This design comes from an exercise in tuning for small area on the open sky130 flow, not from production work. At most, simulation tests tie the RTL to the original design; equivalence was not proved.

Setup of rev 12:
Design layer_top, start of the top module:
module layer_top (
   input  logic             clk,
   input  logic             reset,
   input  logic             s_valid,
   input  logic             m_ready,
   input  layer_pkg::data_t data_in,
   output logic             s_ready,
   output logic             m_valid,
   output layer_pkg::data_t data_out
);
==> flow/config.mk <==
export PLATFORM = sky130hd
export DESIGN_NAME = layer_top
export DESIGN_NICKNAME = layer_top
export VERILOG_FILES = /design/flow/design.v
export SDC_FILE = /design/flow/constraint.sdc
export NUM_CORES = 4
export LEC_CHECK = 0
export CAP_MARGIN = 20
export CORE_MARGIN = 2
export CORE_UTILIZATION = 40
export SLEW_MARGIN = 20
==> flow/constraint.sdc <==
create_clock -name core_clock -period 7.0 [get_ports {clk}]
set_input_delay 1.4000 -clock core_clock [delete_from_list [all_inputs] [get_ports {clk}]]
set_output_delay 1.4000 -clock core_clock [all_outputs]
set_load 0.01 [all_outputs]
standard.sh (not shown) runs the stock make flow with config.mk's settings and CLKGATE_MAP_FILE= SYNTH_SCRIPT=/design/flow/synth_recipe.tcl, a recipe that flattens the netlist after the stock synthesis.
==> flow/flow/run.sh <==
#!/bin/bash
# The standard synthesis, then its combinational logic mapped again by
# ABC with an area-oriented script (flow/abc_resyn.script): the standard
# synthesis's registers and full-adder cells stay exactly as they are, with their
# names; full adders may work on complemented signals (flow/fa_polarity.py).
# Then the standard layout of that netlist, with extra ORFS make
# variables from flow/make_vars (one per line).
# Logs: flow_synth.log and flow_make.log (make's output), flow_fa_polarity.log,
# flow_resyn.log and flow_resyn_check.log (Yosys); each ORFS step also keeps its own log under orfs/logs.
set -euo pipefail
args=()
while IFS= read -r line; do
   [[ -z "$line" || "$line" == \#* ]] && continue
   args+=("$line")
done < flow/make_vars

bash standard.sh "${args[@]}" synth > flow_synth.log 2>&1

RES=orfs/results/$FLOW_PLATFORM/layer_top/base
LIB=$FLOW_HOME/platforms/$FLOW_PLATFORM/lib/sky130_fd_sc_hd__tt_025C_1v80.lib
YOSYS=$FLOW_HOME/../tools/install/yosys/bin/yosys
DONT_USE=$(grep -o 'sky130_fd_sc_hd__[a-z0-9_]*' $FLOW_HOME/platforms/$FLOW_PLATFORM/config.mk | sort -u | sed 's/^/-dont_use /' | tr '\n' ' ')
cp $RES/1_2_yosys.v 1_2_yosys_standard.v
# Full adders on complemented signals where that saves inverters
python3 flow/fa_polarity.py 1_2_yosys_standard.v 1_2_yosys_fapol.v > flow_fa_polarity.log 2>&1
cat > resyn.ys <<EOT
read_liberty -ignore_miss_func $LIB
read_verilog 1_2_yosys_fapol.v
hierarchy -top $FLOW_TOP
blackbox sky130_fd_sc_hd__dfxtp_1 sky130_fd_sc_hd__edfxtp_1 sky130_fd_sc_hd__fa_1 sky130_fd_sc_hd__conb_1
tee -o resyn_stat_before.txt stat -liberty $LIB
flatten
opt -purge
abc -script $PWD/flow/abc_resyn.script -liberty $LIB $DONT_USE -constr $PWD/orfs/objects/$FLOW_PLATFORM/layer_top/base/abc.constr
splitnets
opt_clean -purge
hilomap -singleton -hicell sky130_fd_sc_hd__conb_1 HI -locell sky130_fd_sc_hd__conb_1 LO
insbuf -buf sky130_fd_sc_hd__buf_4 A X
tee -o resyn_stat_after.txt stat -liberty $LIB
write_verilog -noattr -nohex -nodec 1_2_yosys_resyn.v
EOT
$YOSYS -s resyn.ys > flow_resyn.log 2>&1
# The new netlist must be fully mapped and hold the same registers
cat > resyn_check.ys <<EOT
read_liberty -lib $LIB
read_verilog 1_2_yosys_resyn.v
hierarchy -check -top $FLOW_TOP
check -assert -mapped
EOT
$YOSYS -s resyn_check.ys > flow_resyn_check.log 2>&1
regs() { grep -oE 'sky130_fd_sc_hd__e?dfxtp_[0-9]+ +\\?[^ ]+' "$1" | sort; }
if ! diff <(regs 1_2_yosys_standard.v) <(regs 1_2_yosys_resyn.v) > flow_resyn_regs.diff; then
   echo "registers differ from the standard synthesis" >&2
   exit 1
fi
cp 1_2_yosys_resyn.v $RES/1_2_yosys.v
rm -f $RES/1_synth.odb
bash standard.sh "${args[@]}" finish > flow_make.log 2>&1
==> flow/flow/abc_resyn.script <==
strash
&get -n
&deepsyn -I 1 -J 5
&put
dch -f
amap
topo
stime -c
Other scripts of this flow, unchanged in this note and not shown: flow/flow/fa_polarity.py, flow/flow/make_vars
Rev 12 ended with every stage complete and zero timing, DRC or antenna violations.
Inputs modified between rev 12 and rev 13:
==> flow/flow/abc_resyn.script <==
strash
dch -f
amap
topo
stime -c
### Flow results
| routed wirelength normalized by instance count | rev 13 vs rev 12 | about 1.4% lower |. Rev 13 against rev 12: placer's final routability congestion estimate dropped 0.025, met3 capacity usage during global routing climbed 1.2 points. The higher utilization came out of rev 12. Data required time at the worst endpoint delta (rev 12 -> rev 13): insignificant. For the synthesized cell count, rev 13 came in 31 higher than rev 12 did. Final critical-path setup slack delta (rev 13 − rev 12): unfavourable. Rev 13 against rev 12: final cell count now sits higher; post-detailed-routing wire length now sits higher; die area now sits higher; final non-filler cell area now sits higher.


Another version of the RTL of layer_top (not shown whole).
Size: about 38 I/O pins, roughly 0.011 mm^2 of cells after synthesis.
Settings: LEC_CHECK=0, CAP_MARGIN=20, CORE_MARGIN=2, CORE_UTILIZATION=40, SLEW_MARGIN=20; clock period 7.0 ns.
==> flow/flow/run.sh <==
#!/bin/bash
# The standard synthesis, then its combinational logic mapped again by
# ABC with an area-oriented script (flow/abc_resyn.script): the standard
# synthesis's registers and adder cells stay exactly as they are, with their
# names. Then the standard layout of that netlist, with extra ORFS make
# variables from flow/make_vars (one per line).
# Logs: flow_synth.log and flow_make.log (make's output), flow_resyn.log
# (Yosys); each ORFS step also keeps its own log under orfs/logs.
set -euo pipefail
args=()
while IFS= read -r line; do
   [[ -z "$line" || "$line" == \#* ]] && continue
   args+=("$line")
done < flow/make_vars

bash standard.sh "${args[@]}" synth > flow_synth.log 2>&1

RES=orfs/results/$FLOW_PLATFORM/layer_top/base
LIB=$FLOW_HOME/platforms/$FLOW_PLATFORM/lib/sky130_fd_sc_hd__tt_025C_1v80.lib
YOSYS=$FLOW_HOME/../tools/install/yosys/bin/yosys
DONT_USE=$(grep -o 'sky130_fd_sc_hd__[a-z0-9_]*' $FLOW_HOME/platforms/$FLOW_PLATFORM/config.mk | sort -u | sed 's/^/-dont_use /' | tr '\n' ' ')
cp $RES/1_2_yosys.v 1_2_yosys_standard.v
cat > resyn.ys <<EOT
read_liberty -ignore_miss_func $LIB
read_verilog 1_2_yosys_standard.v
hierarchy -top $FLOW_TOP
blackbox sky130_fd_sc_hd__dfxtp_1 sky130_fd_sc_hd__edfxtp_1 sky130_fd_sc_hd__fa_1 sky130_fd_sc_hd__ha_1 sky130_fd_sc_hd__conb_1
tee -o resyn_stat_before.txt stat -liberty $LIB
flatten
opt -purge
abc -script $PWD/flow/abc_resyn.script -liberty $LIB $DONT_USE -constr $PWD/orfs/objects/$FLOW_PLATFORM/layer_top/base/abc.constr
splitnets
opt_clean -purge
hilomap -singleton -hicell sky130_fd_sc_hd__conb_1 HI -locell sky130_fd_sc_hd__conb_1 LO
insbuf -buf sky130_fd_sc_hd__buf_4 A X
tee -o resyn_stat_after.txt stat -liberty $LIB
write_verilog -noattr -nohex -nodec 1_2_yosys_resyn.v
EOT
$YOSYS -s resyn.ys > flow_resyn.log 2>&1
# The new netlist must be fully mapped and hold the same registers
cat > resyn_check.ys <<EOT
read_liberty -lib $LIB
read_verilog 1_2_yosys_resyn.v
hierarchy -check -top $FLOW_TOP
check -assert -mapped
EOT
$YOSYS -s resyn_check.ys > flow_resyn_check.log 2>&1
regs() { grep -oE 'sky130_fd_sc_hd__e?dfxtp_[0-9]+ +\\?[^ ]+' "$1" | sort; }
if ! diff <(regs 1_2_yosys_standard.v) <(regs 1_2_yosys_resyn.v) > flow_resyn_regs.diff; then
   echo "registers differ from the standard synthesis" >&2
   exit 1
fi
cp 1_2_yosys_resyn.v $RES/1_2_yosys.v
rm -f $RES/1_synth.odb
bash standard.sh "${args[@]}" finish > flow_make.log 2>&1
==> flow/flow/abc_resyn.script <==
strash
dch -f
amap
topo
stime -c
Other scripts of this flow, unchanged in this note and not shown: flow/flow/make_vars
The first run produced a clean layout.
==> next run, changes <==
==> flow/flow/abc_resyn.script (replaced) <==
&get -n
&st
&syn2
&dch -f
&nf -a -R 1000
&put
topo
stime -c
dnsize -c
What happened: Cell area came out higher by 1.3%; worst hold slack degrades by 0.0054 ns; routed wire length came out lower by 15%; sequential cell count stays the same; cell count came out lower by 5.0%.
Function was not checked in any run of this note: the RTL went through the layout flow alone.

## afterwards: timing with drivers on the ports
In the flow no input, the clock included, has a driving cell. The finished layouts below were timed again as built, in two steps.
Step 1 (the two cells are an assumption about what drives the block):
set clk [get_ports {clk}]
set_driving_cell -lib_cell sky130_fd_sc_hd__clkbuf_16 $clk
set_driving_cell -lib_cell sky130_fd_sc_hd__buf_2 [delete_from_list [all_inputs] $clk]
Step 2 times the ports against the registers' clock, not the clock port: input delays grow and output delays shrink by t, the midpoint of the rising clock arrivals with the driver on.
a / b / c = no drivers / after step 1 / after step 2; a / b = the first two.
| run | t (ns) | setup slack, ns | worst setup path after step 2 | worst slew at a driven data input, ns |
|---|---|---|---|---|
| rev 12 | 0.480 | 0.336 / 0.336 / 0.336 | register to register | 0.05 |
| rev 13 | 0.493 | 0.330 / 0.330 / 0.330 | register to register | 0.03 |
| the first run of note 2 | 0.502 | 0.417 / 0.417 / 0.417 | register to register | 0.03 |
| the second run of note 2 | 0.512 | 0.603 / 0.603 / 0.603 | register to register | 0.05 |
After both steps every run listed still meets setup and hold.
